What follows belongs to an exercise in optimizing a design on an open flow for small area, a short achievable clock period and few clock cycles per item; a production flow would make more cautious choices. Function was checked by simulation only, so behaviour that the tests miss may differ from the original.

==> flow/design.v, too long to show whole: its modules and the start of the top module <==
// module q_update_engine: 335 lines
// module qe_btree: 230 lines
// module qe_btreek: 233 lines
// module qe_btree14: 218 lines
module q_update_engine #(
  parameter int DATA_WIDTH  = 16,
  parameter int FRAC_BITS   = 8,
  parameter int NUM_STATES  = 16,
  parameter int NUM_ACTIONS = 4,
  localparam int SW = $clog2(NUM_STATES),
  localparam int AW = $clog2(NUM_ACTIONS)
) (
  input  logic                  clk,
  input  logic                  rst_n,
  input  logic                  clear,
  input  logic                  in_valid,
  output logic                  in_ready,
  input  logic [SW-1:0]         in_state,
  input  logic [AW-1:0]         in_action,
  input  logic [SW-1:0]         in_next_state,
  input  logic [DATA_WIDTH-1:0] in_reward,
  input  logic                  in_terminal,
  input  logic [DATA_WIDTH-1:0] alpha,
  input  logic [DATA_WIDTH-1:0] gamma,
  output logic                  out_valid,
  input  logic                  out_ready,
  output logic [DATA_WIDTH-1:0] out_q_new,
  output logic [AW-1:0]         out_best_action,
  output logic                  busy
);
  // ...
==> flow/flow/run.sh <==
#!/bin/bash
# The standard layout (standard.sh: unchanged synthesis, steps, power grid
# and tap cells) with two changes to how the layout is made:
#  - timing repair aims at a setup slack of 8.3 ns at the design's 14 ns
#    clock, so repair_timing works on every path longer than 5.7 ns instead of
#    only on violating ones (the clock and I/O constraints are unchanged);
#  - every port still gets a buffer, but buf_2 instead of the delay cell
#    buffer_ports picks by default.
# All of make's output goes to standard.log; ORFS keeps each step's own log
# under orfs/logs/.
set -euo pipefail
bash standard.sh SETUP_SLACK_MARGIN=8.3 "BUFFER_PORTS_ARGS=-buffer_cell sky130_fd_sc_hd__buf_2" finish > standard.log 2>&1
==> flow/standard.sh <==
#!/bin/bash
# synth_recipe.tcl (not shown) runs the flow's synth.tcl, then flattens the netlist and writes it again
# the make line also repeats each setting of config.mk as NAME=value (left out here)
make -C /OpenROAD-flow-scripts/flow DESIGN_CONFIG=/design/flow/config.mk WORK_HOME=/design/flow/orfs CLKGATE_MAP_FILE= SYNTH_SCRIPT=/design/flow/synth_recipe.tcl "${@:-finish}"
==> flow/config.mk <==
export PLATFORM = sky130hd
export DESIGN_NAME = q_update_engine
export DESIGN_NICKNAME = q_update_engine
export VERILOG_FILES = /design/flow/design.v
export SDC_FILE = /design/flow/constraint.sdc
export NUM_CORES = 8
export LEC_CHECK = 0
export CAP_MARGIN = 30
export CORE_MARGIN = 2
export CORE_UTILIZATION = 45
export CTS_CLUSTER_DIAMETER = 100
export CTS_CLUSTER_SIZE = 20
export PLACE_DENSITY = 0.65
export SLEW_MARGIN = 25
==> flow/constraint.sdc <==
create_clock -name core_clock -period 14.0 [get_ports {clk}]
set_input_delay 2.8000 -clock core_clock [delete_from_list [all_inputs] [get_ports {clk}]]
set_output_delay 2.8000 -clock core_clock [all_outputs]
set_load 0.01 [all_outputs]
==> impl_metrics.ini, run 1 <==
[grt]
grt_pass1_wl_mm = 494
track_usage = 0.425
grtUsageMet1 = 0.466
antenna_found_initial = 35

[floorplan]
taps = 2189
die-area_sq_mm = 0.170

[layout]
seq_share = 0.495
drive_gt1_frac = 0.148
regArea_sq_mm = 0.0415
multi_input_gates = 3931
largest_reg_flops = 1024
stdcell_count = 8502
fin_util = 0.508
multi_input_area_share = 0.384

[clock_tree]
clock-sinks = 1419
cts_root_buf = clkbuf_16
holdBufCountCts = 0
htreeDepth = 3
clk-insertion-delay-late_ns = 0.80

[critical_path]
path_max_fanout = 13
critical_path.reg2reg.endpoint = c_small$_DFF_P_
path_buf_inv = 2
cp.arrival_ns = 6.60

[placed_design]
place_hpwl_mm = 227
io_buffers = 84
dpl_cell_area_sq_mm = 0.0793

[synth]
synthAdderAreaFrac = 0.0817
muxShareOfSynthArea = 0.0153
synth_cell_types = 93
synth.area.top_cells = edfxtp_1 (52%), a22oi_1 (7.5%), fa_1 (4.4%), ha_1 (3.8%), dfxtp_1 (2.9%)
synthArstFlopShare = 0.0176
ys.flop_type = edfxtp_1

[sta]
setup_slack_ns = 8.01

[detailed_routing]
via_count = 65200
drc = 0

[hold_path]
hold_depth = 0

[run_status]
status = timing/DRC/antenna clean
Testbench counts, summed over its fixed seeds: cycles 2,665, items 2,400.
==> module q_update_engine, before the edit <==
module q_update_engine #(
  parameter int DATA_WIDTH  = 16,
  parameter int FRAC_BITS   = 8,
  parameter int NUM_STATES  = 16,
  parameter int NUM_ACTIONS = 4,
  localparam int SW = $clog2(NUM_STATES),
  localparam int AW = $clog2(NUM_ACTIONS)
) (
  input  logic                  clk,
  input  logic                  rst_n,
  input  logic                  clear,
  input  logic                  in_valid,
  output logic                  in_ready,
  input  logic [SW-1:0]         in_state,
  input  logic [AW-1:0]         in_action,
  input  logic [SW-1:0]         in_next_state,
  input  logic [DATA_WIDTH-1:0] in_reward,
  input  logic                  in_terminal,
  input  logic [DATA_WIDTH-1:0] alpha,
  input  logic [DATA_WIDTH-1:0] gamma,
  output logic                  out_valid,
  input  logic                  out_ready,
  output logic [DATA_WIDTH-1:0] out_q_new,
  output logic [AW-1:0]         out_best_action,
  output logic                  busy
);
  localparam int NS = NUM_STATES;
  localparam int NA = NUM_ACTIONS;
  localparam logic [17:0] K_HI = 18'h2ab00;
  function automatic logic [15:0] sat18(input logic [17:0] v);
    if (v[17:15] == 3'b000 || v[17:15] == 3'b111) sat18 = v[15:0];
    else sat18 = v[17] ? 16'h8000 : 16'h7fff;
  endfunction
  function automatic logic small8(input logic [15:0] v);
    small8 = (v[15:8] == 8'h00) || (v[15:8] == 8'hff && v[7:0] != 8'h00);
  endfunction
  function automatic logic [14:0] booth(input logic [9:0] y);
    logic [10:0] yx;
    logic [4:0] one, two, neg;
    yx = {y, 1'b0};
    for (int i = 0; i < 5; i++) begin
      one[i] = yx[2*i] ^ yx[2*i+1];
      two[i] = (yx[2*i+2] & !yx[2*i+1] & !yx[2*i]) | (!yx[2*i+2] & yx[2*i+1] & yx[2*i]);
      neg[i] = yx[2*i+2] & !(yx[2*i+1] & yx[2*i]);
    end
    booth = {neg, two, one};
  endfunction
  function automatic logic [17:0] ehi(input logic [17:0] ra, input logic [17:0] rb,
                                      input logic [9:0] y);
    logic [14:0] d;
    d = booth(y);
    ehi = ra - rb + {17'd0, d[14]} + K_HI;
  endfunction
  function automatic logic [7:0] elo(input logic [14:0] d);
    elo = {1'b0, d[13], 1'b0, d[12], 1'b0, d[11], 1'b0, d[10]};
  endfunction
  function automatic logic [17:0] sx(input logic [15:0] v);
    sx = {{2{v[15]}}, v};
  endfunction
  logic [15:0] tq [NS*NA];
  logic [NS-1:0] rv;               
  logic          clr_q;            
  logic         b1_v, b1_shadow, b2_v, c_v;
  logic [3:0]   b1_s, b1_ns, b2_s, c_s;
  logic [1:0]   b1_a, b2_a, c_a, b2_best, c_best;
  logic         b1_term, b1_gsmall, b1_asmall;
  logic [15:0]  b1_r, b1_alpha, b1_gamma, b1_q;
  logic [15:0]  b1_row [NA];
  logic [15:0]  b2_x, c_x;
  logic [14:0]  b2_d, c_d;         
  logic [9:0]   b2_ay;
  logic [17:0]  b2_e;
  logic [15:0]  b2_cq, c_q;         
  logic         b2_fast;
  logic         b2_dual;           
  logic [1:0]   b2_js;
  logic [13:0]  b2_xa;             
  logic         b2_q12;            
  logic         c_small;           
  logic [4:0]   b2_ph;
  logic [9:0]   c_lo;              
  logic [25:0]  acc;               
  logic         hb, hs;            
  logic [17:0]  e0, e1, e2;        
  logic [1:0]   cnt;
  logic [15:0]  q_new;
  localparam logic [4:0] S_FIRST = 5'd0,
    S_G1X = 5'd1,  S_G1C = 5'd2,  S_GHX = 5'd3,  S_GLP = 5'd4,  S_GLX = 5'd5,
    S_GLC = 5'd6,  S_TX  = 5'd7,  S_TC  = 5'd8,  S_DX  = 5'd9,  S_DC  = 5'd10,
    S_APX = 5'd11, S_APC = 5'd12, S_AHX = 5'd13, S_ALP = 5'd14, S_ALX = 5'd15,
    S_ALC = 5'd16, S_QX  = 5'd17, S_QC  = 5'd18, S_FX  = 5'd19;
  logic haz, b1_fast, b2_done, b2_go, b1_adv, b1_rel, b1_load, accept, pop;
  logic [2:0] occ;
  assign occ     = {2'b0, c_v} + {1'b0, cnt};
  assign b2_done = (b2_ph == S_FIRST && b2_fast) || b2_ph == S_FX;
  assign b2_go   = b2_v && b2_done && (occ <= 3'd2);
  logic small_c, haz_cr, dual;
  assign small_c = c_small;
  assign haz_cr  = !b1_term && c_v && c_s == b1_ns;
  assign dual    = haz_cr && small_c;
  assign haz     = (!b1_term && b2_v && b2_s == b1_ns) || (haz_cr && !small_c) ||
                   (b2_v && b2_s == b1_s && b2_a == b1_a) ||
                   (c_v && c_s == b1_s && c_a == b1_a);
  assign b1_adv  = b1_v && !b1_shadow && !haz && (!b2_v || b2_go);
  assign b1_rel  = b1_shadow ? b2_go : (b1_adv && b1_fast);
  assign b1_load = !b1_v || b1_rel;
  assign in_ready = b1_load && !clear;
  assign accept  = in_valid && in_ready;
  assign pop     = out_valid && out_ready;
  logic [15:0] row_rd [NA];
  logic [15:0] q_rd;
  always_comb begin
    for (int j = 0; j < NA; j++)
      row_rd[j] = (rv[in_next_state] && !clr_q) ? tq[{in_next_state, 2'(j)}] : '0;
    q_rd = (rv[in_state] && !clr_q) ? tq[{in_state, in_action}] : '0;
  end
  always_ff @(posedge clk) begin
    if (b1_load) begin
      b1_s      <= in_state;
      b1_a      <= in_action;
      b1_ns     <= in_next_state;
      b1_r      <= in_reward;
      b1_term   <= in_terminal;
      b1_alpha  <= alpha;
      b1_gamma  <= gamma;
      b1_gsmall <= small8(gamma);
      b1_asmall <= alpha[15:8] == 8'd0;
      for (int j = 0; j < NA; j++)
        b1_row[j] <= (c_v && c_s == in_next_state && c_a == 2'(j)) ? q_new : row_rd[j];
      b1_q <= (c_v && c_s == in_state && c_a == in_action) ? q_new : q_rd;
    end else begin
      for (int j = 0; j < NA; j++)
        if (c_v && c_s == b1_ns && c_a == 2'(j)) b1_row[j] <= q_new;
      if (c_v && c_s == b1_s && c_a == b1_a) b1_q <= q_new;
    end
  end
  logic [15:0] bo [NA];            
  logic [3:0] m;
  logic c01, c23, cf, b01, b23;
  logic [15:0] m01, m23, mx;
  logic [1:0] best;
  for (genvar j = 0; j < NA; j++) begin : g_bo
    assign bo[j] = {!b1_row[j][15], b1_row[j][14:0]};
    assign m[j]  = dual && c_a == 2'(j);
  end
  assign c01  = bo[1] > bo[0];
  assign c23  = bo[3] > bo[2];
  assign b01  = m[0] || (!m[1] && c01);
  assign b23  = m[2] || (!m[3] && c23);
  assign m01  = b01 ? b1_row[1] : b1_row[0];
  assign m23  = b23 ? b1_row[3] : b1_row[2];
  assign cf   = {!m23[15], m23[14:0]} > {!m01[15], m01[14:0]};
  assign mx   = cf ? m23 : m01;
  assign best = cf ? {1'b1, b23} : {1'b0, b01};
  function automatic logic small12(input logic [15:0] v);
    small12 = (v[15:11] == 5'h00) || (v[15:11] == 5'h1f);
  endfunction
  function automatic logic small13(input logic [15:0] v);
    small13 = (v[15:12] == 4'h0) || (v[15:12] == 4'hf);
  endfunction
  assign b1_fast = b1_asmall && small13(b1_q) && small12(b1_r) &&
                   (b1_term || (b1_gsmall && small12(b1_row[0]) && small12(b1_row[1]) &&
                                small12(b1_row[2]) && small12(b1_row[3])));
  logic [9:0] g_eff;
  assign g_eff = b1_term ? 10'd0 : b1_gamma[9:0];
  logic [4:0]  nx, nst;           
  logic [9:0]  ny;
  logic [17:0] nra, nrb;
  always_comb begin
    case (b2_ph)
      S_FIRST:             nx = (b1_gsmall || b1_term) ? S_G1X : S_GHX;
      S_GHX, S_GLP:        nx = S_GLX;
      S_G1X, S_G1C,
      S_GLX, S_GLC:        nx = S_TX;
      S_TX, S_TC:          nx = S_DX;
      S_DX, S_DC:          nx = b1_asmall ? S_APX : S_AHX;
      S_AHX, S_ALP:        nx = S_ALX;
      S_APX, S_APC,
      S_ALX, S_ALC:        nx = S_QX;
      default:             nx = S_FX;
    endcase
    case (b2_ph)
      S_FIRST: nst = nx;
      S_GLC, S_G1C: nst = S_TX;
      S_DC:    nst = nx;
      S_APC, S_ALC: nst = S_QX;
      S_QC:    nst = S_FX;
      default: nst = b2_ph + 5'd1;
    endcase
    ny = 10'd256; nra = '0; nrb = '0;
    case (nx)
        S_G1X: ny = g_eff;
        S_GHX: ny = {{2{b1_gamma[15]}}, b1_gamma[15:8]};
        S_GLX: begin ny = {2'b0, b1_gamma[7:0]}; nra = acc[17:0]; end
        S_TX:  nra = sx(b1_r);
        S_DX:  nrb = sx(b1_q);
        S_APX: ny = b1_alpha[9:0];
        S_AHX: ny = {{2{b1_alpha[15]}}, b1_alpha[15:8]};
        S_ALX: begin ny = {2'b0, b1_alpha[7:0]}; nra = acc[17:0]; end
        S_QX:  nra = sx(b1_q);
        default: ;
    endcase
  end
  logic [17:0] e_n;
  logic [17:0] ra_m, rb_m;
  logic [9:0]  y_m;
  assign ra_m = b1_shadow ? nra : sx(b1_r);
  assign rb_m = b1_shadow ? nrb : sx(b1_q);
  assign y_m  = b1_shadow ? ny  : g_eff;
  assign e_n  = ehi(ra_m, rb_m, y_m);
  logic [25:0] b2_ps, b2_pc, b2_p;
  logic [15:0] acc_out;
  qe_btree u_b2 (.x(b2_x), .one(b2_d[4:0]), .two(b2_d[9:5]), .neg(b2_d[14:10]),
                 .e({b2_e, elo(b2_d)}), .s(b2_ps), .c(b2_pc));
  assign b2_p    = b2_ps + b2_pc;
  assign acc     = {c_lo[9:8], c_x, c_lo[7:0]};
  assign acc_out = sat18(acc[25:8]);
  logic [23:0] b2_qs, b2_qc, b2_q2;
  logic [15:0] xa16;
  logic        xwin;
  logic [25:0] b2_ee;
  assign b2_ee = {b2_e, elo(b2_d)};
  assign xa16  = {{2{b2_xa[13]}}, b2_xa};
  qe_btree14 u_b2a (.x(b2_xa), .one(b2_d[4:0]), .two(b2_d[9:5]), .neg(b2_d[14:10]),
                    .e(b2_ee[23:0]), .s(b2_qs), .c(b2_qc));
  assign b2_q2 = b2_qs + b2_qc;
  assign xwin  = b2_dual && (({!xa16[15], xa16[14:0]} > {!b2_x[15], b2_x[14:0]}) ||
                             (xa16 == b2_x && b2_js < b2_best));
  always_ff @(posedge clk) begin
    if (b1_adv) begin
      b2_x      <= mx;
      b2_d      <= booth(g_eff);
      b2_e      <= e_n;
      b2_cq     <= b1_q;
      b2_ay     <= b1_alpha[9:0];
      b2_s      <= b1_s;
      b2_a      <= b1_a;
      b2_best   <= b1_term ? 2'd0 : best;
      b2_fast   <= b1_fast;
      b2_dual   <= dual;
      b2_js     <= c_a;
      b2_xa     <= q_new[13:0];
      b2_q12    <= (b1_q[15:11] == 5'h00) || (b1_q[15:11] == 5'h1f);
      b2_ph     <= S_FIRST;
    end else if (b2_v && !b2_done) begin
      b2_d  <= booth(ny);
      b2_e  <= e_n;
      b2_ph <= nst;
      case (b2_ph)
        S_G1C, S_TC, S_DC, S_APC, S_QC: b2_x <= acc_out;
        S_GLP, S_ALP: begin
          hb <= !((&acc[25:16]) || !(|acc[25:16]));
          hs <= acc[25];
        end
        S_GLC, S_ALC: b2_x <= hb ? (hs ? 16'h8000 : 16'h7fff) : acc_out;
        default: ;
      endcase
      if (b2_ph == S_FIRST) begin
        b2_cq   <= '0;
        b2_ay   <= 10'd256;
        if (xwin) begin
          b2_x    <= xa16;
          b2_best <= b2_js;
        end
        b2_dual <= 1'b0;
      end
    end
  end
  logic [23:0] c_ps, c_pc, c_p;
  qe_btreek u_c (.x(c_x), .one(c_d[4:0]), .two(c_d[9:5]), .neg(c_d[14:10]),
                 .e({c_q, elo(c_d)}), .s(c_ps), .c(c_pc));
  assign c_p   = c_ps + c_pc;
  assign q_new = c_p[23:8];
  always_ff @(posedge clk) begin
    c_x    <= xwin ? b2_q2[23:8] : b2_p[23:8];
    c_small <= b2_fast && b2_q12 && (xwin ? ((b2_q2[23:19] == 5'h00) || (b2_q2[23:19] == 5'h1f)) :
                                            ((b2_p[23:19] == 5'h00) || (b2_p[23:19] == 5'h1f)));
    c_lo   <= {b2_p[25:24], b2_p[7:0]};
    c_d    <= booth(b2_ay);
    c_q    <= b2_cq;
    c_s    <= b2_s;
    c_a    <= b2_a;
    c_best <= xwin ? b2_js : b2_best;
  end
  always_ff @(posedge clk) begin
    for (int i = 0; i < NS; i++)
      for (int j = 0; j < NA; j++)
        if (c_v && c_s == 4'(i) && (c_a == 2'(j) || !rv[i]))
          tq[i*NA+j] <= (c_a == 2'(j)) ? q_new : '0;
  end
  logic [1:0]  cnt_n, idx;
  logic [17:0] e0_n, e1_n, e2_n;
  logic        b1_v_n, b2_v_n;
  always_comb begin
    e0_n = pop ? e1 : e0;
    e1_n = pop ? e2 : e1;
    e2_n = e2;
    idx  = cnt - {1'b0, pop};
    if (c_v) begin
      case (idx)
        2'd0: e0_n = {c_best, q_new};
        2'd1: e1_n = {c_best, q_new};
        default: e2_n = {c_best, q_new};
      endcase
    end
    cnt_n  = cnt - {1'b0, pop} + {1'b0, c_v};
    b1_v_n = accept || (b1_v && !b1_rel);
    b2_v_n = b1_adv || (b2_v && !b2_go);
  end
  always_ff @(posedge clk) begin
    e0 <= e0_n;
    e1 <= e1_n;
    e2 <= e2_n;
  end
  always_ff @(posedge clk or negedge rst_n) begin
    if (!rst_n) begin
      b1_v <= 1'b0; b1_shadow <= 1'b0; b2_v <= 1'b0; c_v <= 1'b0;
      cnt <= 2'd0; out_valid <= 1'b0; busy <= 1'b0;
      rv <= '0; clr_q <= 1'b0;
    end else begin
      clr_q     <= clear;
      b1_v      <= b1_v_n;
      b1_shadow <= b1_load ? 1'b0 : (b1_shadow || b1_adv);
      b2_v      <= b2_v_n;
      c_v       <= b2_go;
      cnt       <= cnt_n;
      out_valid <= (cnt_n != 2'd0);
      busy      <= b1_v_n || b2_v_n || b2_go || (cnt_n != 2'd0);
      if (clr_q) rv <= '0;
      else if (c_v) rv[c_s] <= 1'b1;
    end
  end
  assign out_q_new = e0[15:0];
  assign out_best_action = e0[17:16];
endmodule
==> run 2: changes to the inputs <==
--- a/flow/design.v
+++ b/flow/design.v
@@ -72,10 +72,9 @@
   logic [17:0]  b2_e;
   logic [15:0]  b2_cq, c_q;         
-  logic         b2_fast;
+  logic         b2_fast, b2_asmall, b2_gsmall;
   logic         b2_dual;           
   logic [1:0]   b2_js;
-  logic [13:0]  b2_xa;             
-  logic         b2_q12;            
-  logic         c_small;           
+  logic [12:0]  b2_xa;             
+  logic         b2_q11, c_q11, c_fast;   
   logic [4:0]   b2_ph;
   logic [9:0]   c_lo;              
@@ -96,5 +95,5 @@
   assign b2_go   = b2_v && b2_done && (occ <= 3'd2);
   logic small_c, haz_cr, dual;
-  assign small_c = c_small;
+  assign small_c = c_fast && c_q11 && ((c_x[15:10] == 6'h00) || (c_x[15:10] == 6'h3f));
   assign haz_cr  = !b1_term && c_v && c_s == b1_ns;
   assign dual    = haz_cr && small_c;
@@ -160,6 +159,7 @@
   endfunction
   assign b1_fast = b1_asmall && small13(b1_q) && small12(b1_r) &&
-                   (b1_term || (b1_gsmall && small12(b1_row[0]) && small12(b1_row[1]) &&
-                                small12(b1_row[2]) && small12(b1_row[3])));
+                   (b1_term || (b1_gsmall && (small12(b1_row[0]) || m[0]) &&
+                                (small12(b1_row[1]) || m[1]) && (small12(b1_row[2]) || m[2]) &&
+                                (small12(b1_row[3]) || m[3])));
   logic [9:0] g_eff;
   assign g_eff = b1_term ? 10'd0 : b1_gamma[9:0];
@@ -169,10 +169,10 @@
   always_comb begin
     case (b2_ph)
-      S_FIRST:             nx = (b1_gsmall || b1_term) ? S_G1X : S_GHX;
+      S_FIRST:             nx = (b2_gsmall || b1_term) ? S_G1X : S_GHX;
       S_GHX, S_GLP:        nx = S_GLX;
       S_G1X, S_G1C,
       S_GLX, S_GLC:        nx = S_TX;
       S_TX, S_TC:          nx = S_DX;
-      S_DX, S_DC:          nx = b1_asmall ? S_APX : S_AHX;
+      S_DX, S_DC:          nx = b2_asmall ? S_APX : S_AHX;
       S_AHX, S_ALP:        nx = S_ALX;
       S_APX, S_APC,
@@ -221,6 +221,6 @@
   logic [25:0] b2_ee;
   assign b2_ee = {b2_e, elo(b2_d)};
-  assign xa16  = {{2{b2_xa[13]}}, b2_xa};
-  qe_btree14 u_b2a (.x(b2_xa), .one(b2_d[4:0]), .two(b2_d[9:5]), .neg(b2_d[14:10]),
+  assign xa16  = {{3{b2_xa[12]}}, b2_xa};
+  qe_btree13 u_b2a (.x(b2_xa), .one(b2_d[4:0]), .two(b2_d[9:5]), .neg(b2_d[14:10]),
                     .e(b2_ee[23:0]), .s(b2_qs), .c(b2_qc));
   assign b2_q2 = b2_qs + b2_qc;
@@ -240,6 +240,8 @@
       b2_dual   <= dual;
       b2_js     <= c_a;
-      b2_xa     <= q_new[13:0];
-      b2_q12    <= (b1_q[15:11] == 5'h00) || (b1_q[15:11] == 5'h1f);
+      b2_xa     <= q_new[12:0];
+      b2_q11    <= (b1_q[15:11] == 5'h00) || (b1_q[15:11] == 5'h1f);
+      b2_asmall <= b1_asmall;
+      b2_gsmall <= b1_gsmall;
       b2_ph     <= S_FIRST;
     end else if (b2_v && !b2_done) begin
@@ -274,6 +276,6 @@
   always_ff @(posedge clk) begin
     c_x    <= xwin ? b2_q2[23:8] : b2_p[23:8];
-    c_small <= b2_fast && b2_q12 && (xwin ? ((b2_q2[23:19] == 5'h00) || (b2_q2[23:19] == 5'h1f)) :
-                                            ((b2_p[23:19] == 5'h00) || (b2_p[23:19] == 5'h1f)));
+    c_fast <= b2_fast;
+    c_q11  <= b2_q11;
     c_lo   <= {b2_p[25:24], b2_p[7:0]};
     c_d    <= booth(b2_ay);
@@ -797,6 +799,6 @@
   assign c = {w_139,w_137,w_135,w_133,w_131,w_129,w_127,w_125,w_123,w_121,w_119,w_117,w_115,w_113,w_111,w_109,w_107,w_105,w_103,w_101,w_99,e[2],e[1],e[0]};
 endmodule
-module qe_btree14 (
-  input  logic [13:0] x,
+module qe_btree13 (
+  input  logic [12:0] x,
   input  logic [4:0] one, two, neg,
   input  logic [23:0] e,
@@ -816,6 +818,5 @@
   wire pp0_11 = ((one[0] & x[11]) | (two[0] & x[10])) ^ neg[0];
   wire pp0_12 = ((one[0] & x[12]) | (two[0] & x[11])) ^ neg[0];
-  wire pp0_13 = ((one[0] & x[13]) | (two[0] & x[12])) ^ neg[0];
-  wire pp0_14 = ((one[0] & x[13]) | (two[0] & x[13])) ^ neg[0];
+  wire pp0_13 = ((one[0] & x[12]) | (two[0] & x[12])) ^ neg[0];
   wire pp1_0 = (one[1] & x[0]) ^ neg[1];
   wire pp1_1 = ((one[1] & x[1]) | (two[1] & x[0])) ^ neg[1];
@@ -831,6 +832,5 @@
   wire pp1_11 = ((one[1] & x[11]) | (two[1] & x[10])) ^ neg[1];
   wire pp1_12 = ((one[1] & x[12]) | (two[1] & x[11])) ^ neg[1];
-  wire pp1_13 = ((one[1] & x[13]) | (two[1] & x[12])) ^ neg[1];
-  wire pp1_14 = ((one[1] & x[13]) | (two[1] & x[13])) ^ neg[1];
+  wire pp1_13 = ((one[1] & x[12]) | (two[1] & x[12])) ^ neg[1];
   wire pp2_0 = (one[2] & x[0]) ^ neg[2];
   wire pp2_1 = ((one[2] & x[1]) | (two[2] & x[0])) ^ neg[2];
@@ -846,6 +846,5 @@
   wire pp2_11 = ((one[2] & x[11]) | (two[2] & x[10])) ^ neg[2];
   wire pp2_12 = ((one[2] & x[12]) | (two[2] & x[11])) ^ neg[2];
-  wire pp2_13 = ((one[2] & x[13]) | (two[2] & x[12])) ^ neg[2];
-  wire pp2_14 = ((one[2] & x[13]) | (two[2] & x[13])) ^ neg[2];
+  wire pp2_13 = ((one[2] & x[12]) | (two[2] & x[12])) ^ neg[2];
   wire pp3_0 = (one[3] & x[0]) ^ neg[3];
   wire pp3_1 = ((one[3] & x[1]) | (two[3] & x[0])) ^ neg[3];
@@ -861,6 +860,5 @@
   wire pp3_11 = ((one[3] & x[11]) | (two[3] & x[10])) ^ neg[3];
   wire pp3_12 = ((one[3] & x[12]) | (two[3] & x[11])) ^ neg[3];
-  wire pp3_13 = ((one[3] & x[13]) | (two[3] & x[12])) ^ neg[3];
-  wire pp3_14 = ((one[3] & x[13]) | (two[3] & x[13])) ^ neg[3];
+  wire pp3_13 = ((one[3] & x[12]) | (two[3] & x[12])) ^ neg[3];
   wire pp4_0 = (one[4] & x[0]) ^ neg[4];
   wire pp4_1 = ((one[4] & x[1]) | (two[4] & x[0])) ^ neg[4];
@@ -876,6 +874,5 @@
   wire pp4_11 = ((one[4] & x[11]) | (two[4] & x[10])) ^ neg[4];
   wire pp4_12 = ((one[4] & x[12]) | (two[4] & x[11])) ^ neg[4];
-  wire pp4_13 = ((one[4] & x[13]) | (two[4] & x[12])) ^ neg[4];
-  wire pp4_14 = ((one[4] & x[13]) | (two[4] & x[13])) ^ neg[4];
+  wire pp4_13 = ((one[4] & x[12]) | (two[4] & x[12])) ^ neg[4];
   wire w_1 = pp0_6 ^ pp1_4;
   wire w_2 = pp0_6 & pp1_4;
@@ -906,111 +903,89 @@
   wire w_27 = pp3_7 ^ pp4_5 ^ e[13];
   wire w_28 = (pp3_7 & pp4_5) | (pp3_7 & e[13]) | (pp4_5 & e[13]);
-  wire w_29 = pp0_14 ^ pp1_12 ^ pp2_10;
-  wire w_30 = (pp0_14 & pp1_12) | (pp0_14 & pp2_10) | (pp1_12 & pp2_10);
-  wire w_31 = pp3_8 ^ pp4_6 ^ e[14];
-  wire w_32 = (pp3_8 & pp4_6) | (pp3_8 & e[14]) | (pp4_6 & e[14]);
-  wire w_33 = pp1_13 ^ pp2_11 ^ pp3_9;
-  wire w_34 = (pp1_13 & pp2_11) | (pp1_13 & pp3_9) | (pp2_11 & pp3_9);
-  wire w_35 = pp4_7 ^ e[15] ^ pp0_14;
-  wire w_36 = (pp4_7 & e[15]) | (pp4_7 & pp0_14) | (e[15] & pp0_14);
-  wire w_37 = pp1_14 ^ pp2_12 ^ pp3_10;
-  wire w_38 = (pp1_14 & pp2_12) | (pp1_14 & pp3_10) | (pp2_12 & pp3_10);
-  wire w_39 = pp4_8 ^ e[16] ^ ~pp0_14;
-  wire w_40 = (pp4_8 & e[16]) | (pp4_8 & ~pp0_14) | (e[16] & ~pp0_14);
-  wire w_41 = pp2_13 ^ pp3_11 ^ pp4_9;
-  wire w_42 = (pp2_13 & pp3_11) | (pp2_13 & pp4_9) | (pp3_11 & pp4_9);
-  wire w_43 = e[17] ^ ~pp1_14 ^ 1'b1;
-  wire w_44 = (e[17] & ~pp1_14) | (e[17] & 1'b1) | (~pp1_14 & 1'b1);
-  wire w_45 = ~pp2_14 ^ pp3_12 ^ pp4_10;
-  wire w_46 = (~pp2_14 & pp3_12) | (~pp2_14 & pp4_10) | (pp3_12 & pp4_10);
-  wire w_47 = e[18] ^ 1'b1;
-  wire w_48 = e[18] & 1'b1;
-  wire w_49 = pp3_13 ^ pp4_11 ^ e[19];
-  wire w_50 = (pp3_13 & pp4_11) | (pp3_13 & e[19]) | (pp4_11 & e[19]);
-  wire w_51 = ~pp3_14 ^ pp4_12;
-  wire w_52 = ~pp3_14 & pp4_12;
-  wire w_53 = pp0_4 ^ pp1_2;
-  wire w_54 = pp0_4 & pp1_2;
-  wire w_55 = pp0_5 ^ pp1_3 ^ pp2_1;
-  wire w_56 = (pp0_5 & pp1_3) | (pp0_5 & pp2_1) | (pp1_3 & pp2_1);
-  wire w_57 = w_1 ^ pp2_2 ^ pp3_0;
-  wire w_58 = (w_1 & pp2_2) | (w_1 & pp3_0) | (pp2_2 & pp3_0);
-  wire w_59 = w_2 ^ w_3 ^ pp3_1;
-  wire w_60 = (w_2 & w_3) | (w_2 & pp3_1) | (w_3 & pp3_1);
-  wire w_61 = w_4 ^ w_5 ^ w_7;
-  wire w_62 = (w_4 & w_5) | (w_4 & w_7) | (w_5 & w_7);
-  wire w_63 = w_6 ^ w_8 ^ w_9;
-  wire w_64 = (w_6 & w_8) | (w_6 & w_9) | (w_8 & w_9);
-  wire w_65 = w_10 ^ w_12 ^ w_13;
-  wire w_66 = (w_10 & w_12) | (w_10 & w_13) | (w_12 & w_13);
-  wire w_67 = w_14 ^ w_16 ^ w_17;
-  wire w_68 = (w_14 & w_16) | (w_14 & w_17) | (w_16 & w_17);
-  wire w_69 = w_18 ^ w_20 ^ w_21;
-  wire w_70 = (w_18 & w_20) | (w_18 & w_21) | (w_20 & w_21);
-  wire w_71 = w_22 ^ w_24 ^ w_25;
-  wire w_72 = (w_22 & w_24) | (w_22 & w_25) | (w_24 & w_25);
-  wire w_73 = w_26 ^ w_28 ^ w_29;
-  wire w_74 = (w_26 & w_28) | (w_26 & w_29) | (w_28 & w_29);
-  wire w_75 = w_30 ^ w_32 ^ w_33;
-  wire w_76 = (w_30 & w_32) | (w_30 & w_33) | (w_32 & w_33);
-  wire w_77 = w_34 ^ w_36 ^ w_37;
-  wire w_78 = (w_34 & w_36) | (w_34 & w_37) | (w_36 & w_37);
-  wire w_79 = w_38 ^ w_40 ^ w_41;
-  wire w_80 = (w_38 & w_40) | (w_38 & w_41) | (w_40 & w_41);
-  wire w_81 = w_42 ^ w_44 ^ w_45;
-  wire w_82 = (w_42 & w_44) | (w_42 & w_45) | (w_44 & w_45);
-  wire w_83 = w_46 ^ w_48 ^ w_49;
-  wire w_84 = (w_46 & w_48) | (w_46 & w_49) | (w_48 & w_49);
-  wire w_85 = w_50 ^ w_51 ^ e[20];
-  wire w_86 = (w_50 & w_51) | (w_50 & e[20]) | (w_51 & e[20]);
-  wire w_87 = w_52 ^ pp4_13 ^ e[21];
-  wire w_88 = (w_52 & pp4_13) | (w_52 & e[21]) | (pp4_13 & e[21]);
-  wire w_89 = ~pp4_14 ^ e[22];
-  wire w_90 = ~pp4_14 & e[22];
-  wire w_91 = pp0_2 ^ pp1_0;
-  wire w_92 = pp0_2 & pp1_0;
-  wire w_93 = pp0_3 ^ pp1_1 ^ e[3];
-  wire w_94 = (pp0_3 & pp1_1) | (pp0_3 & e[3]) | (pp1_1 & e[3]);
-  wire w_95 = w_53 ^ pp2_0 ^ e[4];
-  wire w_96 = (w_53 & pp2_0) | (w_53 & e[4]) | (pp2_0 & e[4]);
-  wire w_97 = w_54 ^ w_55 ^ e[5];
-  wire w_98 = (w_54 & w_55) | (w_54 & e[5]) | (w_55 & e[5]);
-  wire w_99 = w_56 ^ w_57 ^ e[6];
-  wire w_100 = (w_56 & w_57) | (w_56 & e[6]) | (w_57 & e[6]);
-  wire w_101 = w_58 ^ w_59 ^ e[7];
-  wire w_102 = (w_58 & w_59) | (w_58 & e[7]) | (w_59 & e[7]);
-  wire w_103 = w_60 ^ w_61 ^ e[8];
-  wire w_104 = (w_60 & w_61) | (w_60 & e[8]) | (w_61 & e[8]);
-  wire w_105 = w_62 ^ w_63 ^ w_11;
-  wire w_106 = (w_62 & w_63) | (w_62 & w_11) | (w_63 & w_11);
-  wire w_107 = w_64 ^ w_65 ^ w_15;
-  wire w_108 = (w_64 & w_65) | (w_64 & w_15) | (w_65 & w_15);
-  wire w_109 = w_66 ^ w_67 ^ w_19;
-  wire w_110 = (w_66 & w_67) | (w_66 & w_19) | (w_67 & w_19);
-  wire w_111 = w_68 ^ w_69 ^ w_23;
-  wire w_112 = (w_68 & w_69) | (w_68 & w_23) | (w_69 & w_23);
-  wire w_113 = w_70 ^ w_71 ^ w_27;
-  wire w_114 = (w_70 & w_71) | (w_70 & w_27) | (w_71 & w_27);
-  wire w_115 = w_72 ^ w_73 ^ w_31;
-  wire w_116 = (w_72 & w_73) | (w_72 & w_31) | (w_73 & w_31);
-  wire w_117 = w_74 ^ w_75 ^ w_35;
-  wire w_118 = (w_74 & w_75) | (w_74 & w_35) | (w_75 & w_35);
-  wire w_119 = w_76 ^ w_77 ^ w_39;
-  wire w_120 = (w_76 & w_77) | (w_76 & w_39) | (w_77 & w_39);
-  wire w_121 = w_78 ^ w_79 ^ w_43;
-  wire w_122 = (w_78 & w_79) | (w_78 & w_43) | (w_79 & w_43);
-  wire w_123 = w_80 ^ w_81 ^ w_47;
-  wire w_124 = (w_80 & w_81) | (w_80 & w_47) | (w_81 & w_47);
-  wire w_125 = w_82 ^ w_83 ^ 1'b1;
-  wire w_126 = (w_82 & w_83) | (w_82 & 1'b1) | (w_83 & 1'b1);
-  wire w_127 = w_84 ^ w_85 ^ 1'b1;
-  wire w_128 = (w_84 & w_85) | (w_84 & 1'b1) | (w_85 & 1'b1);
-  wire w_129 = w_86 ^ w_87 ^ 1'b1;
-  wire w_130 = (w_86 & w_87) | (w_86 & 1'b1) | (w_87 & 1'b1);
-  wire w_131 = w_88 ^ w_89 ^ 1'b1;
-  wire w_132 = (w_88 & w_89) | (w_88 & 1'b1) | (w_89 & 1'b1);
-  wire w_133 = w_90 ^ e[23] ^ 1'b1;
-  wire w_134 = (w_90 & e[23]) | (w_90 & 1'b1) | (e[23] & 1'b1);
-  assign s = {w_132,w_130,w_128,w_126,w_124,w_122,w_120,w_118,w_116,w_114,w_112,w_110,w_108,w_106,w_104,w_102,w_100,w_98,w_96,w_94,w_92,w_91,pp0_1,pp0_0};
-  assign c = {w_133,w_131,w_129,w_127,w_125,w_123,w_121,w_119,w_117,w_115,w_113,w_111,w_109,w_107,w_105,w_103,w_101,w_99,w_97,w_95,w_93,e[2],e[1],e[0]};
+  wire w_29 = pp1_12 ^ pp2_10 ^ pp3_8;
+  wire w_30 = (pp1_12 & pp2_10) | (pp1_12 & pp3_8) | (pp2_10 & pp3_8);
+  wire w_31 = pp4_6 ^ e[14] ^ pp0_13;
+  wire w_32 = (pp4_6 & e[14]) | (pp4_6 & pp0_13) | (e[14] & pp0_13);
+  wire w_33 = ~pp1_13 ^ pp2_11 ^ pp3_9;
+  wire w_34 = (~pp1_13 & pp2_11) | (~pp1_13 & pp3_9) | (pp2_11 & pp3_9);
+  wire w_35 = pp4_7 ^ e[15] ^ ~pp0_13;
+  wire w_36 = (pp4_7 & e[15]) | (pp4_7 & ~pp0_13) | (e[15] & ~pp0_13);
+  wire w_37 = pp2_12 ^ pp3_10 ^ pp4_8;
+  wire w_38 = (pp2_12 & pp3_10) | (pp2_12 & pp4_8) | (pp3_10 & pp4_8);
+  wire w_39 = ~pp2_13 ^ pp3_11 ^ pp4_9;
+  wire w_40 = (~pp2_13 & pp3_11) | (~pp2_13 & pp4_9) | (pp3_11 & pp4_9);
+  wire w_41 = pp0_4 ^ pp1_2;
+  wire w_42 = pp0_4 & pp1_2;
+  wire w_43 = pp0_5 ^ pp1_3 ^ pp2_1;
+  wire w_44 = (pp0_5 & pp1_3) | (pp0_5 & pp2_1) | (pp1_3 & pp2_1);
+  wire w_45 = w_1 ^ pp2_2 ^ pp3_0;
+  wire w_46 = (w_1 & pp2_2) | (w_1 & pp3_0) | (pp2_2 & pp3_0);
+  wire w_47 = w_2 ^ w_3 ^ pp3_1;
+  wire w_48 = (w_2 & w_3) | (w_2 & pp3_1) | (w_3 & pp3_1);
+  wire w_49 = w_4 ^ w_5 ^ w_7;
+  wire w_50 = (w_4 & w_5) | (w_4 & w_7) | (w_5 & w_7);
+  wire w_51 = w_6 ^ w_8 ^ w_9;
+  wire w_52 = (w_6 & w_8) | (w_6 & w_9) | (w_8 & w_9);
+  wire w_53 = w_10 ^ w_12 ^ w_13;
+  wire w_54 = (w_10 & w_12) | (w_10 & w_13) | (w_12 & w_13);
+  wire w_55 = w_14 ^ w_16 ^ w_17;
+  wire w_56 = (w_14 & w_16) | (w_14 & w_17) | (w_16 & w_17);
+  wire w_57 = w_18 ^ w_20 ^ w_21;
+  wire w_58 = (w_18 & w_20) | (w_18 & w_21) | (w_20 & w_21);
+  wire w_59 = w_22 ^ w_24 ^ w_25;
+  wire w_60 = (w_22 & w_24) | (w_22 & w_25) | (w_24 & w_25);
+  wire w_61 = w_26 ^ w_28 ^ w_29;
+  wire w_62 = (w_26 & w_28) | (w_26 & w_29) | (w_28 & w_29);
+  wire w_63 = w_30 ^ w_32 ^ w_33;
+  wire w_64 = (w_30 & w_32) | (w_30 & w_33) | (w_32 & w_33);
+  wire w_65 = w_34 ^ w_36 ^ w_37;
+  wire w_66 = (w_34 & w_36) | (w_34 & w_37) | (w_36 & w_37);
+  wire w_67 = w_38 ^ w_39 ^ e[17];
+  wire w_68 = (w_38 & w_39) | (w_38 & e[17]) | (w_39 & e[17]);
+  wire w_69 = w_40 ^ pp3_12 ^ pp4_10;
+  wire w_70 = (w_40 & pp3_12) | (w_40 & pp4_10) | (pp3_12 & pp4_10);
+  wire w_71 = ~pp3_13 ^ pp4_11 ^ e[19];
+  wire w_72 = (~pp3_13 & pp4_11) | (~pp3_13 & e[19]) | (pp4_11 & e[19]);
+  wire w_73 = pp0_2 ^ pp1_0;
+  wire w_74 = pp0_2 & pp1_0;
+  wire w_75 = pp0_3 ^ pp1_1 ^ e[3];
+  wire w_76 = (pp0_3 & pp1_1) | (pp0_3 & e[3]) | (pp1_1 & e[3]);
+  wire w_77 = w_41 ^ pp2_0 ^ e[4];
+  wire w_78 = (w_41 & pp2_0) | (w_41 & e[4]) | (pp2_0 & e[4]);
+  wire w_79 = w_42 ^ w_43 ^ e[5];
+  wire w_80 = (w_42 & w_43) | (w_42 & e[5]) | (w_43 & e[5]);
+  wire w_81 = w_44 ^ w_45 ^ e[6];
+  wire w_82 = (w_44 & w_45) | (w_44 & e[6]) | (w_45 & e[6]);
+  wire w_83 = w_46 ^ w_47 ^ e[7];
+  wire w_84 = (w_46 & w_47) | (w_46 & e[7]) | (w_47 & e[7]);
+  wire w_85 = w_48 ^ w_49 ^ e[8];
+  wire w_86 = (w_48 & w_49) | (w_48 & e[8]) | (w_49 & e[8]);
+  wire w_87 = w_50 ^ w_51 ^ w_11;
+  wire w_88 = (w_50 & w_51) | (w_50 & w_11) | (w_51 & w_11);
+  wire w_89 = w_52 ^ w_53 ^ w_15;
+  wire w_90 = (w_52 & w_53) | (w_52 & w_15) | (w_53 & w_15);
+  wire w_91 = w_54 ^ w_55 ^ w_19;
+  wire w_92 = (w_54 & w_55) | (w_54 & w_19) | (w_55 & w_19);
+  wire w_93 = w_56 ^ w_57 ^ w_23;
+  wire w_94 = (w_56 & w_57) | (w_56 & w_23) | (w_57 & w_23);
+  wire w_95 = w_58 ^ w_59 ^ w_27;
+  wire w_96 = (w_58 & w_59) | (w_58 & w_27) | (w_59 & w_27);
+  wire w_97 = w_60 ^ w_61 ^ w_31;
+  wire w_98 = (w_60 & w_61) | (w_60 & w_31) | (w_61 & w_31);
+  wire w_99 = w_62 ^ w_63 ^ w_35;
+  wire w_100 = (w_62 & w_63) | (w_62 & w_35) | (w_63 & w_35);
+  wire w_101 = w_64 ^ w_65 ^ e[16];
+  wire w_102 = (w_64 & w_65) | (w_64 & e[16]) | (w_65 & e[16]);
+  wire w_103 = w_66 ^ w_67 ^ 1'b1;
+  wire w_104 = (w_66 & w_67) | (w_66 & 1'b1) | (w_67 & 1'b1);
+  wire w_105 = w_68 ^ w_69 ^ e[18];
+  wire w_106 = (w_68 & w_69) | (w_68 & e[18]) | (w_69 & e[18]);
+  wire w_107 = w_70 ^ w_71 ^ 1'b1;
+  wire w_108 = (w_70 & w_71) | (w_70 & 1'b1) | (w_71 & 1'b1);
+  wire w_109 = w_72 ^ pp4_12 ^ e[20];
+  wire w_110 = (w_72 & pp4_12) | (w_72 & e[20]) | (pp4_12 & e[20]);
+  wire w_111 = ~pp4_13 ^ e[21] ^ 1'b1;
+  wire w_112 = (~pp4_13 & e[21]) | (~pp4_13 & 1'b1) | (e[21] & 1'b1);
+  assign s = {e[23],w_112,w_110,w_108,w_106,w_104,w_102,w_100,w_98,w_96,w_94,w_92,w_90,w_88,w_86,w_84,w_82,w_80,w_78,w_76,w_74,w_73,pp0_1,pp0_0};
+  assign c = {1'b0,e[22],w_111,w_109,w_107,w_105,w_103,w_101,w_99,w_97,w_95,w_93,w_91,w_89,w_87,w_85,w_83,w_81,w_79,w_77,w_75,e[2],e[1],e[0]};
 endmodule
==> flow/flow/run.sh (replaced) <==
#!/bin/bash
# The standard layout (standard.sh, unchanged synthesis and steps), with
# timing repair aimed at a setup slack of 8.3 ns at the design's 14 ns clock:
# repair_timing then works on every path longer than 5.7 ns instead of only on
# violating ones. All of make's output goes to standard.log; ORFS keeps each
# step's own log under orfs/logs/.
set -euo pipefail
bash standard.sh SETUP_SLACK_MARGIN=8.3 finish > standard.log 2>&1
--- a/flow/config.mk
+++ b/flow/config.mk
@@ -11,4 +11,4 @@
 export CTS_CLUSTER_DIAMETER = 100
 export CTS_CLUSTER_SIZE = 20
-export PLACE_DENSITY = 0.65
+export PLACE_DENSITY = 0.55
 export SLEW_MARGIN = 25
==> impl_metrics.ini, run 2 <==
[run_status]
status = timing/DRC/antenna clean

[clock_tree]
htreeDepth = 3
cts_tree = yes
clk_pin_slew_worst_paths_ns = 0.09
holdBufCountCts = 0
cts_root_buf = clkbuf_16
cts_max_path_buffers = 3
clk-insertion-delay-late_ns = 0.81
clock-sinks = 1421
cts_buffers = 86

[sta]
tns_ns = 0
period_share = 0.441
worst_pin_slew_ns = 1.24
slew-limit-headroom = 0.173
max_clock_freq_mhz = 162
period_needed_ns = 6.17
rsz0062_at_grt = yes
skew_ns = 0.0860
slew_viol_final = 0
hold_viol_final = 0
setup_viol = 0

[floorplan]
core_area_sq_mm = 0.165
die_w_um = 411
die-area_sq_mm = 0.169
die_y_um = 411
rows = 149
start_util = 0.453
ioPinCount = 85

[grt]
grt_pass1_wl_mm = 514
grt_pass1_vias = 59200
track_usage = 0.450
overflow = 0
antenna_found_initial = 25
grt_max_degree = 65

[detailed_routing]
firstDrtPassIters = 11
wl_per_cell_um = 46.1
drtIter0Drc = 11900
avgViaCountPerCell = 7.52
drc = 0
via_count = 63300
ant_nets = 0
postRouteWirelength_mm = 388

[placed_design]
placed_cells = 8141
place_hpwl_mm = 245
io_buffers = 84
gp_congestion = 1.02

[critical_path]
worst_r2r_path_depth = 25
critical_path.reg2reg.endpoint = b2_e[16]$_DFFE_PP_
end_kind = primary output
cp.arrival_ns = 3.37
startpoint = clear
r2r-start = b2_ph[0]$_SDFFE_PP0P_
path_cells = dlygate4sd2_1, nor2_4, buf_6
crit_path_start_kind = input port
cpMaxStageDelayCell = dlygate4sd2_1
worstPathRequired_ns = 11.20
path_class = in -> out
cp_slowest_stage_delay_ns = 0.33
path_max_fanout = 3
reg2reg_slack_ns = 8.47

[hold_path]
hold_class = reg -> reg
min-delay-start = b2_cq[5]$_SDFFCE_PN0P_
hold-path-endpoint = c_q[5]$_DFF_P_
hold_depth = 0

[layout]
final_common_cell = edfxtp_1
top_regs = tq: 1024 flops, b1_row: 64 flops
final_cell_mix = edfxtp_1 (1288), a22oi_1 (793), inv_1 (365)
stdcell_count = 8426
largest_reg_flops = 1024
final_nets = 6617
drive_gt1_frac = 0.139
syn_to_final_growth_pct = 13.4
regMostFlops = tq
fin_util = 0.513
fillerInstances = 14100

[synth]
synth_cell_types = 90
ys_seq_elements = 1421
synthArstFlopShare = 0.0176
synth_area_leader_cell = edfxtp_1
syn_area_sq_mm = 0.0745
seq_area_frac_synth = 0.557
synth.area.top_cells = edfxtp_1 (52%), a22oi_1 (8.0%), fa_1 (4.2%), ha_1 (3.8%), dfxtp_1 (2.9%)
synth_top_area_frac = 0.519
synth.most_common_cell = edfxtp_1
post_synth.cell_area_avg_sq_um = 12.4
synthTopCellsByCount = edfxtp_1 (1288), a22oi_1 (793), inv_1 (370), clkbuf_1 (365), a21oi_1 (284)
synth_edf_count = 1288
syn_nets = 6474
yosysWarnings = 5
synthCells = 6028
ys.flop_type = edfxtp_1

[job]
cap_violations = 0
run 2: cell count changes in the layout (fill, tap and decap cells not counted), moves of 56 or more:
cell	previous run	this run
mux2i_1	68	129
clkdlybuf4s50_1	0	75
o21ai_0	179	120
o221ai_1	18	74
o22ai_1	66	8
or3_1	74	11
buf_2	83	3
a22oi_1	735	793
run 2: critical path: cells and delay by family:
family                 cells  cell delay [ns]
buffers and inverters      2             0.43
AND/OR/NAND/NOR            1             0.14
run 2: cell families after synthesis:
family	count (synthesis)	synth area share
buffers and inverters	790	0.0405
DFF	1421	0.557
muxes	169	0.0249
xor gates and xnor gates	327	0.0384
and+or+nand+nor	1004	0.0679
AOI/OAI and AO/OA	1935	0.192
adders and majority gates	382	0.0801
run 2: final cells by class:
cell class / count / area (sq um) / share of cell area
Sequential cell: 1421 / 41500 / 0.491
Timing Repair inverter: 1 / 16.3 / 0.000193
Tap cell: 2189 / 2740 / 0.0324
Timing Repair Buffer: 471 / 4180 / 0.0494
Antenna cell: 25 / 62.6 / 0.000741
Multi-Input combinational cell: 3819 / 32000 / 0.379
Inverter: 371 / 1430 / 0.0169
Clock buffer: 112 / 2300 / 0.0273
Clock inverter: 17 / 265 / 0.00314
run 2: routing by layer:
metal | share of wire | GRT usage | vias to the layer above | routed length [um]
li1 | - | - | 23900 | -
met1 | 0.32 | 0.503 | 31100 | 125000
met2 | 0.42 | 0.657 | 6223 | 162000
met3 | 0.15 | 0.206 | 2164 | 57800
met4 | 0.11 | 0.372 | 22 | 42900
met5 | 0.00084 | 0.00198 | - | 325
run 2: how the worst max path moves through the flow:
| stage | slack, ns | depth (start not counted) | to |
|---|---|---|---|
| floorplan | 8.27 | 1 | in_ready |
| global placement | 6.22 | 13 | in_ready |
| detailed placement | 6.17 | 13 | in_ready |
| CTS | 7.80 | 11 | in_ready |
| global route | 7.76 | 11 | in_ready |
| finish | 7.83 | 3 | in_ready |
run 2: what timing repair did:
action / in CTS / in global routing
buffers inserted: 47 / 55
setup endpoints to repair: 594 / 448
cloned: 4 / 0
pin swaps: 23 / 26
resized for setup: 172 / 74
run 2: through the flow:
stage                     worst slack [ns]  hold WS, ns  instance area (sq um)
after CTS                             7.80        0.349                  83400
after detailed placement              6.17        0.327                  79800
after global placement                6.22        0.326                  79500
after floorplan                       8.27        0.323                  74500
after global routing                  7.76        0.353                  84400
final                                 7.83        0.348                  84500
Testbench counts of run 2, summed over its fixed seeds: cycles 2,683, items 2,400.
==> run 3: changes to the inputs <==
--- a/flow/design.v
+++ b/flow/design.v
@@ -76,5 +76,6 @@
   logic [1:0]   b2_js;
   logic [12:0]  b2_xa;             
-  logic         b2_q11, c_q11, c_fast;   
+  logic         b2_q11;            
+  logic         c_small;           
   logic [4:0]   b2_ph;
   logic [9:0]   c_lo;              
@@ -95,5 +96,5 @@
   assign b2_go   = b2_v && b2_done && (occ <= 3'd2);
   logic small_c, haz_cr, dual;
-  assign small_c = c_fast && c_q11 && ((c_x[15:10] == 6'h00) || (c_x[15:10] == 6'h3f));
+  assign small_c = c_small;
   assign haz_cr  = !b1_term && c_v && c_s == b1_ns;
   assign dual    = haz_cr && small_c;
@@ -276,6 +277,6 @@
   always_ff @(posedge clk) begin
     c_x    <= xwin ? b2_q2[23:8] : b2_p[23:8];
-    c_fast <= b2_fast;
-    c_q11  <= b2_q11;
+    c_small <= b2_fast && b2_q11 && (xwin ? ((b2_q2[23:18] == 6'h00) || (b2_q2[23:18] == 6'h3f)) :
+                                            ((b2_p[23:18] == 6'h00) || (b2_p[23:18] == 6'h3f)));
     c_lo   <= {b2_p[25:24], b2_p[7:0]};
     c_d    <= booth(b2_ay);
==> impl_metrics.ini, run 3 <==
[hold_path]
hold-path-endpoint = c_q[8]$_DFF_P_
hold_depth = 0
min-delay-start = b2_cq[8]$_SDFFCE_PN0P_
hold_class = reg -> reg

[sta]
slew_viol_final = 0
worst_pin_slew_ns = 1.18
hold_viol_final = 0
tns_ns = 0
rsz0062_at_grt = yes
setup_viol = 0
slew-limit-headroom = 0.215
hold_slack_ns = 0.333
max_clock_freq_mhz = 162
skew_ns = 0.0709
period_needed_ns = 6.18
period_share = 0.442

[detailed_routing]
wl_per_cell_um = 45.2
avgViaCountPerCell = 7.57
drc = 0
ant_nets = 0
via_count = 64100
drtIter0Drc = 13400
postRouteWirelength_mm = 383
firstDrtPassIters = 14

[layout]
stdcell_count = 8472
top_regs = tq: 1024 flops, b1_row: 64 flops
final_nets = 6662
syn_to_final_growth_pct = 13.0
drive_gt1_frac = 0.143
final_cell_mix = edfxtp_1 (1288), a22oi_1 (756), buf_4 (294)
regMostFlops = tq
final_common_cell = edfxtp_1
largest_reg_flops = 1024
fin_util = 0.512

[critical_path]
path_max_fanout = 4
cp.arrival_ns = 3.38
path_cells = or4_1, mux2i_1, mux2i_1, o32a_1, o22ai_2, a31oi_1, o311a_1, buf_12, nor2_4, buf_6
critical_path.reg2reg.endpoint = tq[43][3]$_DFFE_PP_
path_common_cell = mux2i_1
path_buf_inv = 2
worst_r2r_path_depth = 16
path_class = reg -> out
cp_slowest_stage_delay_ns = 0.55
worstPathRequired_ns = 11.20
r2r-start = c_x[3]$_DFF_P_
reg2reg_slack_ns = 8.34
end_kind = primary output
crit_path_start_kind = flop
cpMaxStageDelayCell = or4_1
cp_top_family = compound AO/OA/AOI/OAI gates

[clock_tree]
cts_buffers = 84
holdBufCountCts = 0
clk_pin_slew_worst_paths_ns = 0.10
cts_root_buf = clkbuf_16
clock-sinks = 1420
clk-insertion-delay-late_ns = 0.79
htreeDepth = 3
cts_tree = yes
cts_max_path_buffers = 3

[floorplan]
core_area_sq_mm = 0.165
ioPinCount = 85
start_util = 0.453
die_w_um = 412
die-area_sq_mm = 0.169
rows = 149
die_y_um = 412

[placed_design]
placed_cells = 8201
gp_congestion = 1.03
io_buffers = 84
place_hpwl_mm = 238

[synth]
synth.area.top_cells = edfxtp_1 (52%), a22oi_1 (7.6%), fa_1 (4.2%), ha_1 (3.7%), dfxtp_1 (2.9%)
syn_nets = 6549
synthTopCellsByCount = edfxtp_1 (1288), a22oi_1 (756), clkbuf_1 (354), a21oi_1 (300), inv_1 (296)
yosysWarnings = 5
synth.most_common_cell = edfxtp_1
synth_area_leader_cell = edfxtp_1
synthArstFlopShare = 0.0176
synth_top_area_frac = 0.517
post_synth.cell_area_avg_sq_um = 12.3
synth_cell_types = 91
syn_area_sq_mm = 0.0748
seq_area_frac_synth = 0.554
synthCells = 6103
ys_seq_elements = 1420
ys.flop_type = edfxtp_1
synth_edf_count = 1288

[grt]
antenna_found_initial = 29
grt_max_degree = 65
grt_pass1_wl_mm = 510
overflow = 0
grt_pass1_vias = 60300
track_usage = 0.442

[job]
cap_violations = 0

[run_status]
status = timing/DRC/antenna clean
run 3: cell count changes after synthesis, sizes merged, moves of 17 or more:
cell and delta:
nor2 +46, o22ai +61, a22oi -37, and3 -19, xnor2 +22, o2bb2ai +24
a222oi +17, o31ai +50, nand2 +76, inv -73, o221ai -81, and2 +19
a21o +19, mux2i -53
run 3: worst register-to-register path: cells and delay by family (launching register included):
kind	cells	cell delay [ns]
buffers and inverters	2	0.34
adder cells (fa/ha/maj)	4	1.53
AND/OR/NAND/NOR	1	0.38
flip-flops	1	0.63
AO/OA/AOI/OAI	7	1.77
XOR/XNOR	2	0.81
run 3: stage by stage:
stage / cell area (sq um) / worst slack, ns
after global routing: 84400 / 7.68
after detailed placement: 80000 / 6.73
after floorplan: 74800 / 8.30
final: 84500 / 7.82
after global placement: 79700 / 6.76
after CTS: 83600 / 7.77
run 3: repair_timing:
action	in CTS	in global routing
resized for setup	160	92
endpoints found under the setup margin	1024	810
gates cloned	2	0
buffers inserted	70	31
pin swaps	15	18
run 3: worst max path at each step:
stage	depth (start not counted)	slack, ns	startpoint	end
global placement	18	6.76	c_x[6]$_DFF_P_	tq[31][15]$_DFFE_PP_
finish	10	7.82	b1_row[0][11]$_DFFE_PP_	in_ready
CTS	10	7.77	b1_row[2][13]$_DFFE_PP_	in_ready
detailed placement	18	6.73	c_x[6]$_DFF_P_	tq[39][15]$_DFFE_PP_
global route	11	7.68	b1_row[2][13]$_DFFE_PP_	in_ready
floorplan	1	8.30	clear	in_ready
run 3: cell type report:
type | instances | area [sq um]
sequential | 1420 | 41500
fill | 14300 | 80500
inverter | 298 | 1140
tap | 2189 | 2740
timing repair buffer | 448 | 4070
multi-input combinational | 3964 | 32500
clock inverter | 15 | 251
clock buffer | 109 | 2220
antenna | 29 | 72.6
run 3: cell families after synthesis:
kind of cell / Yosys count / share of synthesized area
flip-flops: 1420 / 0.554
XOR/XNOR: 339 / 0.0397
AND/OR/NAND/NOR: 1137 / 0.0746
buffers and inverters: 721 / 0.0372
adder cells (fa/ha/maj): 382 / 0.0798
AO/OA/AOI/OAI: 1990 / 0.197
multiplexers: 114 / 0.0174
run 3: per-layer routing:
layer | vias up | wire length, um | global-route usage
met5 | - | 496 | 0.00961
li1 | 24100 | - | -
met4 | 30 | 39800 | 0.346
met3 | 2242 | 57800 | 0.203
met1 | 31400 | 126000 | 0.506
met2 | 6404 | 158000 | 0.639
Testbench counts of run 3, summed over its fixed seeds: cycles 2,683, items 2,400.
==> run 4: changes to the inputs <==
--- a/flow/design.v
+++ b/flow/design.v
@@ -160,7 +160,6 @@
   endfunction
   assign b1_fast = b1_asmall && small13(b1_q) && small12(b1_r) &&
-                   (b1_term || (b1_gsmall && (small12(b1_row[0]) || m[0]) &&
-                                (small12(b1_row[1]) || m[1]) && (small12(b1_row[2]) || m[2]) &&
-                                (small12(b1_row[3]) || m[3])));
+                   (b1_term || (b1_gsmall && small12(b1_row[0]) && small12(b1_row[1]) &&
+                                small12(b1_row[2]) && small12(b1_row[3])));
   logic [9:0] g_eff;
   assign g_eff = b1_term ? 10'd0 : b1_gamma[9:0];
==> impl_metrics.ini, run 4 <==
[clock_tree]
holdBufCountCts = 0
cts_max_path_buffers = 3
cts_buffers = 85
cts_root_buf = clkbuf_16
cts_tree = yes
clock-sinks = 1420
htreeDepth = 3
clk_pin_slew_worst_paths_ns = 0.09
clk-insertion-delay-late_ns = 0.78

[floorplan]
start_util = 0.451
die_w_um = 410
die-area_sq_mm = 0.168
rows = 149
core_area_sq_mm = 0.164
ioPinCount = 85
die_y_um = 410

[detailed_routing]
via_count = 63400
firstDrtPassIters = 15
ant_nets = 0
avgViaCountPerCell = 7.57
wl_per_cell_um = 47.0
drtIter0Drc = 11900
postRouteWirelength_mm = 394
drc = 0

[hold_path]
hold_class = reg -> reg
min-delay-start = b2_cq[15]$_SDFFCE_PN0P_
hold_depth = 0
hold-path-endpoint = c_q[15]$_DFF_P_

[synth]
ys_seq_elements = 1420
synth_top_area_frac = 0.521
synth_cell_types = 93
synth_area_leader_cell = edfxtp_1
seq_area_frac_synth = 0.559
synthArstFlopShare = 0.0176
yosysWarnings = 5
synth_edf_count = 1288
synthCells = 6039
ys.flop_type = edfxtp_1
syn_nets = 6485
synth.most_common_cell = edfxtp_1
synthTopCellsByCount = edfxtp_1 (1288), a22oi_1 (796), clkbuf_1 (371), inv_1 (290), nor2_1 (266)
post_synth.cell_area_avg_sq_um = 12.3
synth.area.top_cells = edfxtp_1 (52%), a22oi_1 (8.1%), fa_1 (4.3%), ha_1 (3.8%), dfxtp_1 (2.9%)
syn_area_sq_mm = 0.0742

[critical_path]
crit_path_start_kind = input port
path_cells = dlygate4sd2_1, nor2b_1, nand2_1, nor2_2, buf_4, a22o_1, a221oi_1, nand3_1, nor4_1, nand2_1, o2111ai_1, o21ai_0
reg2reg_slack_ns = 8.40
cp.arrival_ns = 6.44
worst_r2r_path_depth = 18
worstPathRequired_ns = 14.57
cpMaxStageDelayCell = nor2_2
path_common_cell = nand2_1
r2r-start = c_x[6]$_DFF_P_
cp_slowest_stage_delay_ns = 0.91
critical_path.reg2reg.endpoint = tq[19][10]$_DFFE_PP_
end_kind = flop
path_max_fanout = 10
path_class = in -> reg

[run_status]
status = timing/DRC/antenna clean

[sta]
setup_viol = 0
hold_viol_final = 0
slew-limit-headroom = 0.146
period_share = 0.419
period_needed_ns = 5.87
skew_ns = 0.0646
max_clock_freq_mhz = 170
worst_pin_slew_ns = 1.28
slew_viol_final = 0
setup_slack_ns = 8.13
tns_ns = 0
rsz0062_at_grt = yes

[grt]
overflow = 0
antenna_found_initial = 31
track_usage = 0.457
grt_pass1_vias = 59200
grt_pass1_wl_mm = 520
grt_max_degree = 65

[layout]
final_cell_mix = edfxtp_1 (1288), a22oi_1 (790), inv_1 (287)
regArea_sq_mm = 0.0415
syn_to_final_growth_pct = 13.0
final_nets = 6570
final_common_cell = edfxtp_1
multiInputGateArea_sq_mm = 0.0320
regMostFlops = tq
drive_gt1_frac = 0.142
fin_util = 0.510
fillerInstances = 14400
largest_reg_flops = 1024
top_regs = tq: 1024 flops, b1_row: 64 flops

[placed_design]
dp_slack_ns = 6.83
io_buffers = 84
gp_congestion = 1.02
place_hpwl_mm = 249

[job]
cap_violations = 0
run 4: how the worst max path moves through the flow:
stage | cells after the start | end | start | slack (ns)
CTS | 3 | in_ready | clear | 8.11
floorplan | 1 | in_ready | clear | 8.32
finish | 12 | b1_q[5]$_DFFE_PP_ | in_action[1] | 8.13
global route | 3 | in_ready | clear | 8.12
detailed placement | 11 | b1_q[12]$_DFFE_PP_ | in_state[2] | 6.83
global placement | 7 | b1_row[3][2]$_DFFE_PP_ | in_next_state[0] | 6.41
run 4: what timing repair did:
action,4_1_cts,5_1_grt
setup endpoints to repair,929,837
pin swaps,11,20
setup buffers,39,31
resized for setup,147,141
run 4: cells by family (layout without fill, tap and decap cells):
kind of cell,after synthesis,after routing,synth area share
AO/OA/AOI/OAI,1989,1989,0.194
XOR/XNOR,344,344,0.0406
adder cells (fa/ha/maj),382,382,0.0804
buffers and inverters,721,840,0.0368
flip-flops,1420,1420,0.559
multiplexers,91,91,0.0147
other,0,28,0
AND/OR/NAND/NOR,1092,1092,0.0750
run 4: critical path, delay by kind of cell:
kind,cells,cell delay (ns)
buf+inv,2,1.19
compound gates,4,0.53
simple gates,6,1.87
run 4: final cells by class:
cell class                      count  area share
Antenna cell                       28    0.000835
Clock buffer                      106      0.0271
Clock inverter                     15     0.00230
Inverter                          292      0.0131
Multi-Input combinational cell   3898       0.382
Sequential cell                  1420       0.495
Tap cell                         2189      0.0327
Timing Repair Buffer              427      0.0473
run 4: layer usage:
| metal | vias to the layer above | part of all wire | track usage |
|---|---|---|---|
| li1 | 23800 | - | - |
| met2 | 6152 | 0.43 | 0.676 |
| met3 | 1914 | 0.14 | 0.188 |
| met1 | 31500 | 0.33 | 0.526 |
| met5 | - | 0.0012 | 0.00402 |
| met4 | 29 | 0.096 | 0.354 |
run 4: through the flow:
step	hold WS (ns)	instances	instance area (sq um)
finish	0.344	8375	83900
global placement	0.326	8127	79200
CTS	0.347	8303	82800
floorplan	0.323	6039	74200
detailed placement	0.328	8143	79500
global route	0.349	8347	83800
Testbench counts of run 4, summed over its fixed seeds: cycles 2,683, items 2,400.

[port drivers added, routing unchanged]
How much do the figures lean on ideal ports? The routed layouts below were timed once more, with nothing changed but the port constraints.
Step 1 (the two cells are an assumption about what drives the block):
set clk [get_ports {clk}]
set_driving_cell -lib_cell sky130_fd_sc_hd__clkbuf_16 $clk
set_driving_cell -lib_cell sky130_fd_sc_hd__buf_2 [delete_from_list [all_inputs] $clk]
Step 2 times the ports against the registers' clock, not the clock port: input delays grow and output delays shrink by t, the midpoint of the rising clock arrivals with the driver on.
a / b / c = ideal ports / drivers / drivers and shift; a / b = the first two.
run	shift t [ns]	setup slack, ns	worst slew at a driven data input, ns
run 1	0.842	8.007 / 8.037 / 7.232	0.05
run 2	0.854	7.830 / 7.748 / 7.374	0.07
run 3	0.841	7.818 / 7.731 / 7.308	0.06
run 4	0.831	8.131 / 8.094 / 7.365	0.05
After both steps every run listed still meets setup and hold. The setup slack of run 1, which loses most, moves by +0.030 ns with the drivers and by -0.775 ns with both steps.
